What follows belongs to an exercise in optimizing a design on an open flow for a short achievable clock period and few clock cycles per item; a production flow would make more cautious choices. At most, simulation tests tie the RTL to the original design; equivalence was not proved. The flow treats the clock pin as an ideal source, which a real chip does not have. Power figures rest on the tool's default switching activity, not on a simulated workload.

Setup of blue:
// box_filter_top
module box_filter_top
(
  input  logic         clk_i,
  input  logic         rst_i,
  input  box_pkg::stream_word_t video_i,
  output logic         video_ready_o,
  output box_pkg::sum_word_t    sum_o,
  input  logic         sum_ready_i
);
localparam int PX_W   = box_pkg::PX_W;                   
localparam int SUM_W  = box_pkg::SUM_W;                  
localparam int COL_W  = PX_W + 2;                        
localparam int NCOL   = box_pkg::MAX_LINE_LEN;
localparam int FIFO_D = 8;
logic              busy_q;                               
logic              take;                                 
logic [NCOL - 1:0] col_q;                                
logic [1:0]        row_q;                                
logic [NCOL - 1:0] col_in;                               
logic [1:0]        row_in;
assign take   = video_i.tvalid && !busy_q;
assign col_in = video_i.tuser ? NCOL'( 1 ) : col_q;
assign row_in = video_i.tuser ? 2'd0 : row_q;
always_ff @( posedge clk_i )
  if( take )
    begin
      col_q <= video_i.tlast ? NCOL'( 1 ) : { col_in[NCOL - 2:0], 1'b0 };
      row_q <= !video_i.tlast ? row_in : ( row_in == 2'd3 ) ? 2'd3 : row_in + 2'd1;
    end
logic [PX_W - 1:0] la [NCOL];                            
  ...
clock: 3.1 ns
lec_check: 0
abc_clock_period_in_ps: 1100
cap_margin: 20
core_margin: 2
core_utilization: 60
setup_slack_margin: 1.8
slew_margin: 20
standard.sh (not shown) runs the stock make flow with config.mk's settings and CLKGATE_MAP_FILE= SYNTH_SCRIPT=/design/flow/synth_recipe.tcl, a recipe that flattens the netlist after the stock synthesis.
==> flow/flow/run.sh <==
#!/bin/bash
# The standard layout (standard.sh: the standard flow's own ORFS run, with the standard
# synthesis) with these changes, passed to ORFS through its environment:
#  - port buffers are buf_4 instead of the default pick, a slow delay cell
#  - clock tree synthesis clusters about 30 flip-flops per leaf buffer
set -euo pipefail
here=$(cd "$(dirname "$0")" && pwd)
export BUFFER_PORTS_ARGS="-buffer_cell sky130_fd_sc_hd__buf_4"
export CTS_ARGS="-sink_clustering_enable -repair_clock_nets -sink_clustering_size 30 -sink_clustering_max_diameter 100"
# no adder cells: the adder step (extract_fa) maps sums to full-adder cells,
# whose sum output is slow; without it abc maps the adders from plain gates
export ADDER_MAP_FILE=
export POST_CTS_TCL="$here/post_cts.tcl"
bash standard.sh > flow.log 2>&1
Other scripts of this flow, unchanged in this note and not shown: flow/flow/clock_top.tcl, flow/flow/post_cts.tcl
Here is what was changed in the inputs of orange compared with blue.
--- a/flow/design.v
+++ b/flow/design.v
@@ -36,15 +36,15 @@
   output box_pkg::sum_word_t    sum_o,
   input  logic         sum_ready_i
 );
 localparam int PX_W   = box_pkg::PX_W;                   
 localparam int SUM_W  = box_pkg::SUM_W;                  
 localparam int COL_W  = PX_W + 2;                        
 localparam int NCOL   = box_pkg::MAX_LINE_LEN;
-localparam int FIFO_D = 8;
+localparam int FIFO_D = 9;
 logic              busy_q;                               
 logic              take;                                 
 logic [NCOL - 1:0] col_q;                                
 logic [1:0]        row_q;                                
 logic [NCOL - 1:0] col_in;                               
 logic [1:0]        row_in;
 assign take   = video_i.tvalid && !busy_q;
@@ -52,62 +52,86 @@
 assign row_in = video_i.tuser ? 2'd0 : row_q;
 always_ff @( posedge clk_i )
   if( take )
     begin
       col_q <= video_i.tlast ? NCOL'( 1 ) : { col_in[NCOL - 2:0], 1'b0 };
       row_q <= !video_i.tlast ? row_in : ( row_in == 2'd3 ) ? 2'd3 : row_in + 2'd1;
     end
-logic [PX_W - 1:0] la [NCOL];                            
-logic [PX_W - 1:0] lb [NCOL];                            
+logic              s0_v;
+logic              s0_win;                               
+logic              s0_first;                             
+logic              s0_last;
+logic [PX_W - 1:0] s0_px;
+logic [NCOL - 1:0] wr_q;                                 
+logic [NCOL - 1:0] rd_q;                                 
+always_ff @( posedge clk_i )                             
+  if( rst_i )
+    begin
+      s0_v   <= 1'b0;
+      s0_win <= 1'b0;
+    end
+  else
+    begin
+      s0_v   <= take;
+      s0_win <= take && row_in[1] && !col_in[0] && !col_in[1];
+    end
+always_ff @( posedge clk_i )
+  begin
+    s0_first <= ( row_in == 2'd2 ) && col_in[2];
+    s0_last  <= video_i.tlast;
+    s0_px    <= video_i.tdata;
+    wr_q     <= take ? col_in : '0;
+    rd_q     <= col_in;
+  end
+logic [PX_W - 1:0] la [NCOL];
+logic [PX_W - 1:0] lb [NCOL];
 logic [PX_W - 1:0] rd_a;
 logic [PX_W - 1:0] rd_b;
 always_comb
   begin
     rd_a = '0;
     rd_b = '0;
     for( int i = 0; i < NCOL; i++ )
       begin
-        rd_a = rd_a | ( la[i] & { PX_W{ col_in[i] } } );
-        rd_b = rd_b | ( lb[i] & { PX_W{ col_in[i] } } );
+        rd_a = rd_a | ( la[i] & { PX_W{ rd_q[i] } } );
+        rd_b = rd_b | ( lb[i] & { PX_W{ rd_q[i] } } );
       end
   end
 logic              s1_v;
-logic              s1_win;                               
-logic              s1_first;                             
+logic              s1_win;
 logic              s1_last;
+logic              s1_first;
 logic [PX_W - 1:0] s1_px;
 logic [PX_W - 1:0] s1_a;
 logic [PX_W - 1:0] s1_b;
-logic [NCOL - 1:0] wr_q;                                 
 always_ff @( posedge clk_i )                             
   if( rst_i )
     begin
       s1_v   <= 1'b0;
       s1_win <= 1'b0;
     end
   else
     begin
-      s1_v   <= take;
-      s1_win <= take && row_in[1] && !col_in[0] && !col_in[1];
+      s1_v   <= s0_v;
+      s1_win <= s0_win;
     end
 always_ff @( posedge clk_i )
   begin
-    s1_first <= ( row_in == 2'd2 ) && col_in[2];
-    s1_last  <= video_i.tlast;
-    s1_px    <= video_i.tdata;
+    s1_last  <= s0_last;
+    s1_first <= s0_first;
+    s1_px    <= s0_px;
     s1_a     <= rd_a;
     s1_b     <= rd_b;
-    wr_q     <= take ? col_in : '0;
   end
 for( genvar i = 0; i < NCOL; i++ )
   begin : g_col
     always_ff @( posedge clk_i )
       if( wr_q[i] )
         begin
-          la[i] <= s1_px;
+          la[i] <= s0_px;
           lb[i] <= la[i];
         end
   end
 logic              s2_v;
 logic              s2_win;
 logic              s2_last;
 logic              s2_first;
==> run notes <==
In the tables for orange and blue, total routed wirelength reads higher with orange.
Area after synthesis is higher on orange
The final reports for orange and blue show portion of total power attributed to the clock network lower in the former.
NOTE routability congestion estimate blue->orange decreased by a few percent
Measured against each other, orange and blue differ in relative slew slack, the lower figure coming from blue.
For clock network latency to the later pin of the worst-skew pair, orange and blue come out practically identical.
STATUS total power: orange loses against blue
Final non-filler cell total for orange: 61 up relative to blue
The sequential share of layout area in orange sits 2.3 points above the value recorded for blue.
No run of this note included a check of the RTL's function; only the layout flow was run.


alpha:
The RTL this note starts from:
==> flow/design.v <==
package box_pkg;
  localparam int PX_W         = 8;
  localparam int WIN          = 3;
  localparam int LINE_BUFS    = WIN + 1;                 
  localparam int MAX_LINE_LEN = 16;
  localparam int LINE_ADDR_W  = $clog2( MAX_LINE_LEN );
  localparam int BUF_IDX_W    = $clog2( LINE_BUFS );
  localparam int SUM_W        = PX_W + 4;                
  typedef logic [PX_W - 1 : 0] px_t;
  typedef struct packed {
    px_t  tdata;
    logic tvalid;
    logic tlast;                                         
    logic tuser;                                         
  } stream_word_t;
  typedef struct packed {
    px_t [WIN - 1 : 0][WIN - 1 : 0] px;
    logic                           tvalid;
    logic                           tlast;
    logic                           tuser;
  } window_t;
  typedef struct packed {
    logic [SUM_W - 1 : 0] tdata;
    logic                 tvalid;
    logic                 tlast;
    logic                 tuser;
  } sum_word_t;
endpackage
`timescale 1ns/1ps
module box_filter_top
(
  input  logic         clk_i,
  input  logic         rst_i,
  input  box_pkg::stream_word_t video_i,
  output logic         video_ready_o,
  output box_pkg::sum_word_t    sum_o,
  input  logic         sum_ready_i
);
localparam int PX_W   = box_pkg::PX_W;                   
localparam int SUM_W  = box_pkg::SUM_W;                  
localparam int COL_W  = PX_W + 2;                        
localparam int NCOL   = box_pkg::MAX_LINE_LEN;
localparam int FIFO_D = 9;
logic              rdy_q;
logic              s0_v;
logic [PX_W - 1:0] s0_px;
logic              s0_last;
logic              s0_user;
always_ff @( posedge clk_i, posedge rst_i )
  if( rst_i )
    s0_v <= 1'b0;
  else
    s0_v <= video_i.tvalid && rdy_q;
always_ff @( posedge clk_i )
  begin
    s0_px   <= video_i.tdata;
    s0_last <= video_i.tlast;
    s0_user <= video_i.tuser;
  end
logic [NCOL - 1:0] col_q;                                
logic [1:0]        row_q;                                
logic [NCOL - 1:0] col_e;
logic [1:0]        row_e;
assign col_e = s0_user ? NCOL'( 1 ) : col_q;
assign row_e = s0_user ? 2'd0 : row_q;
always_ff @( posedge clk_i, posedge rst_i )
  if( rst_i )
    begin
      col_q <= NCOL'( 1 );
      row_q <= 2'd0;
    end
  else
    if( s0_v )
      begin
        if( s0_last )
          begin
            col_q <= NCOL'( 1 );
            row_q <= ( row_e == 2'd3 ) ? 2'd3 : row_e + 2'd1;
          end
        else
          begin
            col_q <= { col_e[NCOL - 2:0], 1'b0 };
            row_q <= row_e;
          end
      end
logic [PX_W - 1:0] la [NCOL];
logic [PX_W - 1:0] lb [NCOL];
logic [PX_W - 1:0] rd_a;
logic [PX_W - 1:0] rd_b;
always_comb
  begin
    rd_a = '0;
    rd_b = '0;
    for( int i = 0; i < NCOL; i++ )
      begin
        rd_a = rd_a | ( la[i] & { PX_W{ col_q[i] } } );
        rd_b = rd_b | ( lb[i] & { PX_W{ col_q[i] } } );
      end
  end
logic              s1_v;
logic              s1_win;                               
logic              s1_last;
logic              s1_first;
logic [PX_W - 1:0] s1_px;
logic [PX_W - 1:0] s1_a;
logic [PX_W - 1:0] s1_b;
always_ff @( posedge clk_i, posedge rst_i )
  if( rst_i )
    begin
      s1_v   <= 1'b0;
      s1_win <= 1'b0;
    end
  else
    begin
      s1_v   <= s0_v;
      s1_win <= s0_v && row_e[1] && !col_e[0] && !col_e[1];
    end
always_ff @( posedge clk_i )
  begin
    s1_last  <= s0_last;
    s1_first <= ( row_e == 2'd2 ) && col_e[2];
    s1_px    <= s0_px;
    s1_a     <= rd_a;
    s1_b     <= rd_b;
  end
for( genvar i = 0; i < NCOL; i++ )
  begin : g_col
    always_ff @( posedge clk_i )
      if( s0_v && col_e[i] )
        begin
          la[i] <= s0_px;
          lb[i] <= la[i];
        end
  end
logic              s2_v;
logic              s2_win;
logic              s2_last;
logic              s2_first;
logic [PX_W - 1:0] s2_s;                                 
logic [PX_W - 1:0] s2_c;
always_ff @( posedge clk_i, posedge rst_i )
  if( rst_i )
    begin
      s2_v   <= 1'b0;
      s2_win <= 1'b0;
    end
  else
    begin
      s2_v   <= s1_v;
      s2_win <= s1_win;
    end
always_ff @( posedge clk_i )
  begin
    s2_last  <= s1_last;
    s2_first <= s1_first;
    s2_s     <= s1_px ^ s1_a ^ s1_b;
    s2_c     <= ( s1_px & s1_a ) | ( s1_px & s1_b ) | ( s1_a & s1_b );
  end
logic       s3_v;
logic       s3_win;
logic       s3_last;
logic       s3_first;
logic [4:0] s3_lo;
logic       s3_k;                                        
logic [4:0] s3_hi0;                                      
logic [4:0] s3_hi1;                                      
always_ff @( posedge clk_i, posedge rst_i )
  if( rst_i )
    begin
      s3_v   <= 1'b0;
      s3_win <= 1'b0;
    end
  else
    begin
      s3_v   <= s2_v;
      s3_win <= s2_win;
    end
always_ff @( posedge clk_i )
  begin
    s3_last       <= s2_last;
    s3_first      <= s2_first;
    { s3_k, s3_lo } <= { 1'b0, s2_s[4:0] } + { 1'b0, s2_c[3:0], 1'b0 };
    s3_hi0        <= { 2'b0, s2_s[7:5] } + { 1'b0, s2_c[7:4] };
    s3_hi1        <= { 2'b0, s2_s[7:5] } + { 1'b0, s2_c[7:4] } + 5'd1;
  end
logic [COL_W - 1:0] col_0;                               
logic [COL_W - 1:0] col_1;                               
logic [COL_W - 1:0] col_2;
assign col_0 = { s3_k ? s3_hi1 : s3_hi0, s3_lo };
always_ff @( posedge clk_i )
  if( s3_v )
    begin
      col_1 <= col_0;
      col_2 <= col_1;
    end
logic               s4_win;
logic               s4_last;
logic               s4_first;
logic [COL_W - 1:0] s4_s;                                
logic [COL_W - 1:0] s4_c;
always_ff @( posedge clk_i, posedge rst_i )
  if( rst_i )
    s4_win <= 1'b0;
  else
    s4_win <= s3_win;
always_ff @( posedge clk_i )
  begin
    s4_last  <= s3_last;
    s4_first <= s3_first;
    s4_s     <= col_0 ^ col_1 ^ col_2;
    s4_c     <= ( col_0 & col_1 ) | ( col_0 & col_2 ) | ( col_1 & col_2 );
  end
logic       s5_win;
logic       s5_last;
logic       s5_first;
logic [5:0] s5_lo;
logic       s5_k;
logic [5:0] s5_hi0;
logic [5:0] s5_hi1;
always_ff @( posedge clk_i, posedge rst_i )
  if( rst_i )
    s5_win <= 1'b0;
  else
    s5_win <= s4_win;
always_ff @( posedge clk_i )
  begin
    s5_last       <= s4_last;
    s5_first      <= s4_first;
    { s5_k, s5_lo } <= { 1'b0, s4_s[5:0] } + { 1'b0, s4_c[4:0], 1'b0 };
    s5_hi0        <= { 2'b0, s4_s[9:6] } + { 1'b0, s4_c[9:5] };
    s5_hi1        <= { 2'b0, s4_s[9:6] } + { 1'b0, s4_c[9:5] } + 6'd1;
  end
logic [SUM_W - 1:0] s5_sum;
assign s5_sum = { s5_k ? s5_hi1 : s5_hi0, s5_lo };
logic [SUM_W + 1:0]  fifo [FIFO_D];
logic [FIFO_D:0]     occ;                                
logic [FIFO_D - 1:0] wr_ptr;                             
logic [FIFO_D - 1:0] rd_ptr;                             
logic [FIFO_D - 1:0] rd_nx;                              
logic [SUM_W + 1:0]  wr_d;
logic [SUM_W + 1:0]  fifo_rd;
logic [SUM_W + 1:0]  fifo_nx;
logic                push;
logic                pop;
logic [SUM_W + 1:0]  keep_d;                             
logic [SUM_W + 1:0]  next_d;                             
logic                keep_v;
logic                next_v;
logic                out_v;
logic                rdy_o;
logic [SUM_W + 1:0]  out_d;
assign push  = s5_win;
assign wr_d  = { s5_sum, s5_last, s5_first };
assign rd_nx = { rd_ptr[FIFO_D - 2:0], rd_ptr[FIFO_D - 1] };
assign pop   = !occ[0] && sum_ready_i;                   
always_comb
  begin
    fifo_rd = '0;
    fifo_nx = '0;
    for( int i = 0; i < FIFO_D; i++ )
      begin
        fifo_rd = fifo_rd | ( fifo[i] & { ( SUM_W + 2 ){ rd_ptr[i] } } );
        fifo_nx = fifo_nx | ( fifo[i] & { ( SUM_W + 2 ){ rd_nx[i] } } );
      end
  end
assign keep_d = ( push && occ[0] ) ? wr_d : fifo_rd;
assign next_d = ( push && occ[1] ) ? wr_d : fifo_nx;
assign keep_v = !occ[0] || push;
assign next_v = !( occ[0] || occ[1] ) || push;
for( genvar i = 0; i < FIFO_D; i++ )
  begin : g_fifo
    always_ff @( posedge clk_i )
      if( push && wr_ptr[i] )
        fifo[i] <= wr_d;
  end
always_ff @( posedge clk_i, posedge rst_i )
  if( rst_i )
    begin
      occ    <= ( FIFO_D + 1 )'( 1 );
      wr_ptr <= FIFO_D'( 1 );
      rd_ptr <= FIFO_D'( 1 );
      out_v  <= 1'b0;
      rdy_q  <= 1'b1;                                    
    end
  else
    begin
      if( push && !pop )
        occ <= { occ[FIFO_D - 1:0], 1'b0 };
      else
        if( pop && !push )
          occ <= { 1'b0, occ[FIFO_D:1] };
      if( push )
        wr_ptr <= { wr_ptr[FIFO_D - 2:0], wr_ptr[FIFO_D - 1] };
      if( pop )
        rd_ptr <= rd_nx;
      out_v <= pop ? next_v : keep_v;
      rdy_q <= occ[0] || occ[1];
    end
always_ff @( posedge clk_i )
  rdy_o <= occ[0] || occ[1];
assign video_ready_o = rdy_o;
always_ff @( posedge clk_i )
  out_d <= pop ? next_d : keep_d;
assign sum_o = { out_d[SUM_W + 1:2], out_v, out_d[1], out_d[0] };
endmodule
==> flow/config.mk <==
export PLATFORM = sky130hd
export DESIGN_NAME = box_filter_top
export DESIGN_NICKNAME = box_filter_top
export VERILOG_FILES = /design/flow/design.v
export SDC_FILE = /design/flow/constraint.sdc
export NUM_CORES = 4
export LEC_CHECK = 0
export ABC_CLOCK_PERIOD_IN_PS = 1300
export CAP_MARGIN = 20
export CORE_MARGIN = 2
export CORE_UTILIZATION = 60
export SETUP_SLACK_MARGIN = 1.7
export SLEW_MARGIN = 20
==> flow/constraint.sdc <==
create_clock -name core_clock -period 3.1 [get_ports {clk_i}]
set_input_delay 0.6200 -clock core_clock [delete_from_list [all_inputs] [get_ports {clk_i}]]
set_output_delay 0.6200 -clock core_clock [all_outputs]
set_load 0.01 [all_outputs]
==> flow/flow/run.sh <==
#!/bin/bash
# The standard layout (standard.sh, the standard flow's own ORFS run with the standard
# synthesis), with two ORFS settings passed through the environment:
#  - port buffers are buf_4 instead of the default pick, a slow delay cell
#  - clock tree synthesis arguments (sink clustering) for a shallower,
#    still balanced, clock tree
# make's full output goes to flow.log in the work folder.
set -euo pipefail
export BUFFER_PORTS_ARGS="-buffer_cell sky130_fd_sc_hd__buf_4"
export CTS_ARGS="-sink_clustering_enable -repair_clock_nets -sink_clustering_size 30 -sink_clustering_max_diameter 100"
bash standard.sh > flow.log 2>&1
Both conditions hold for alpha: the flow ran to the end and the final layout passed the timing, DRC and antenna checks.
Testbench counts of alpha, summed over its fixed seeds: cycles 7,433, items 5,195.
Relative to alpha, the following input files were edited for delta:
diff --git a/flow/design.v b/flow/design.v
--- a/flow/design.v
+++ b/flow/design.v
@@ -45,8 +45,9 @@
 logic              s0_v;
 logic [PX_W - 1:0] s0_px;
 logic              s0_last;
 logic              s0_user;
+assign video_ready_o = rdy_q;
 always_ff @( posedge clk_i, posedge rst_i )
   if( rst_i )
     s0_v <= 1'b0;
   else
@@ -100,8 +101,9 @@
 logic              s1_v;
 logic              s1_win;                               
 logic              s1_last;
 logic              s1_first;
+logic [NCOL - 1:0] s1_col;
 logic [PX_W - 1:0] s1_px;
 logic [PX_W - 1:0] s1_a;
 logic [PX_W - 1:0] s1_b;
 always_ff @( posedge clk_i, posedge rst_i )
@@ -118,19 +120,20 @@
 always_ff @( posedge clk_i )
   begin
     s1_last  <= s0_last;
     s1_first <= ( row_e == 2'd2 ) && col_e[2];
+    s1_col   <= col_e;
     s1_px    <= s0_px;
     s1_a     <= rd_a;
     s1_b     <= rd_b;
   end
 for( genvar i = 0; i < NCOL; i++ )
   begin : g_col
     always_ff @( posedge clk_i )
-      if( s0_v && col_e[i] )
+      if( s1_v && s1_col[i] )
         begin
-          la[i] <= s0_px;
-          lb[i] <= la[i];
+          la[i] <= s1_px;
+          lb[i] <= s1_a;
         end
   end
 logic              s2_v;
 logic              s2_win;
@@ -232,74 +235,75 @@
   end
 logic [SUM_W - 1:0] s5_sum;
 assign s5_sum = { s5_k ? s5_hi1 : s5_hi0, s5_lo };
 logic [SUM_W + 1:0]  fifo [FIFO_D];
-logic [FIFO_D:0]     occ;                                
+logic [FIFO_D - 1:0] fifo_v;                             
 logic [FIFO_D - 1:0] wr_ptr;                             
 logic [FIFO_D - 1:0] rd_ptr;                             
 logic [FIFO_D - 1:0] rd_nx;                              
 logic [SUM_W + 1:0]  wr_d;
-logic [SUM_W + 1:0]  fifo_rd;
-logic [SUM_W + 1:0]  fifo_nx;
 logic                push;
 logic                pop;
+logic                fifo_low;                           
 logic [SUM_W + 1:0]  keep_d;                             
 logic [SUM_W + 1:0]  next_d;                             
 logic                keep_v;
 logic                next_v;
 logic                out_v;
-logic                rdy_o;
 logic [SUM_W + 1:0]  out_d;
 assign push  = s5_win;
 assign wr_d  = { s5_sum, s5_last, s5_first };
 assign rd_nx = { rd_ptr[FIFO_D - 2:0], rd_ptr[FIFO_D - 1] };
-assign pop   = !occ[0] && sum_ready_i;                   
+assign pop   = out_v && sum_ready_i;
 always_comb
   begin
-    fifo_rd = '0;
-    fifo_nx = '0;
+    keep_d   = '0;
+    next_d   = '0;
+    keep_v   = 1'b0;
+    next_v   = 1'b0;
+    fifo_low = 1'b1;
     for( int i = 0; i < FIFO_D; i++ )
       begin
-        fifo_rd = fifo_rd | ( fifo[i] & { ( SUM_W + 2 ){ rd_ptr[i] } } );
-        fifo_nx = fifo_nx | ( fifo[i] & { ( SUM_W + 2 ){ rd_nx[i] } } );
+        keep_d = keep_d | ( ( ( push && wr_ptr[i] ) ? wr_d : fifo[i] ) & { ( SUM_W + 2 ){ rd_ptr[i] } } );
+        next_d = next_d | ( ( ( push && wr_ptr[i] ) ? wr_d : fifo[i] ) & { ( SUM_W + 2 ){ rd_nx[i] } } );
+        keep_v = keep_v | ( rd_ptr[i] && ( fifo_v[i] || ( push && wr_ptr[i] ) ) );
+        next_v = next_v | ( rd_nx[i] && ( fifo_v[i] || ( push && wr_ptr[i] ) ) );
+        for( int j = i + 1; j < FIFO_D; j++ )
+          fifo_low = fifo_low && !( fifo_v[i] && fifo_v[j] );
       end
   end
-assign keep_d = ( push && occ[0] ) ? wr_d : fifo_rd;
-assign next_d = ( push && occ[1] ) ? wr_d : fifo_nx;
-assign keep_v = !occ[0] || push;
-assign next_v = !( occ[0] || occ[1] ) || push;
 for( genvar i = 0; i < FIFO_D; i++ )
   begin : g_fifo
     always_ff @( posedge clk_i )
       if( push && wr_ptr[i] )
         fifo[i] <= wr_d;
+    always_ff @( posedge clk_i, posedge rst_i )
+      if( rst_i )
+        fifo_v[i] <= 1'b0;
+      else
+        if( push && wr_ptr[i] )
+          fifo_v[i] <= 1'b1;
+        else
+          if( pop && rd_ptr[i] )
+            fifo_v[i] <= 1'b0;
   end
 always_ff @( posedge clk_i, posedge rst_i )
   if( rst_i )
     begin
-      occ    <= ( FIFO_D + 1 )'( 1 );
       wr_ptr <= FIFO_D'( 1 );
       rd_ptr <= FIFO_D'( 1 );
       out_v  <= 1'b0;
-      rdy_q  <= 1'b1;                                    
+      rdy_q  <= 1'b0;
     end
   else
     begin
-      if( push && !pop )
-        occ <= { occ[FIFO_D - 1:0], 1'b0 };
-      else
-        if( pop && !push )
-          occ <= { 1'b0, occ[FIFO_D:1] };
       if( push )
         wr_ptr <= { wr_ptr[FIFO_D - 2:0], wr_ptr[FIFO_D - 1] };
       if( pop )
         rd_ptr <= rd_nx;
       out_v <= pop ? next_v : keep_v;
-      rdy_q <= occ[0] || occ[1];
+      rdy_q <= fifo_low;
     end
 always_ff @( posedge clk_i )
-  rdy_o <= occ[0] || occ[1];
-assign video_ready_o = rdy_o;
-always_ff @( posedge clk_i )
   out_d <= pop ? next_d : keep_d;
 assign sum_o = { out_d[SUM_W + 1:2], out_v, out_d[1], out_d[0] };
 endmodule
### Flow results
- The flow did not stop early for delta: all stages ran, and the layout cleared the timing, DRC and antenna checks.
- Register-to-register slack ended up 0.27 ns lower on delta than on alpha.
- Count of clock-buffer cells in the layout (delta vs. alpha) increases by a few percent
- [compare] base=alpha new=delta: first-iteration detailed-routing DRC count went up; synthesized cell count rose about 20%.
- Maximum number of pins on one net before global-route repair of delta falls short of that of alpha by more than 10%.
- Going from alpha to delta, minimum setup slack after placement shrinks by 0.29 ns.
- In the metrics for delta and alpha, the one carrying the lower net switching share of the total power is alpha.
- Of the two values seen for critical path startpoint, s5_win was produced by delta and out_v by alpha.
The RTL of delta was laid out without a check of its function.

==> port drivers added, routing unchanged <==
The flow's constraints put no driver on any port. The routed layouts listed below were extracted and timed again, unchanged, in two steps. Step 1, drivers: a clkbuf_16 drives clk_i and a buf_2 each remaining input, both assumed. Step 2 also shifts input and output timing later by t, the mid clock arrival at the registers, as if the neighbouring blocks saw the same clock. Slacks: ideal / step 1 / step 2; pairs: ideal / step 1.
run	t (ns)	setup WS [ns]	worst setup path at the end	cell pins on the clock port's net
blue	0.459	1.540 / 1.503 / 1.403	input to register	4
orange	0.457	1.436 / 1.436 / 1.385	input to register	4
alpha	0.630	1.393 / 1.340 / 1.345	input to register	1
delta	0.635	1.181 / 1.181 / 1.181	register to register	1
After both steps every run listed still meets setup and hold. The setup slack of blue, which loses most, moves by -0.037 ns with the drivers and by -0.137 ns with both steps.
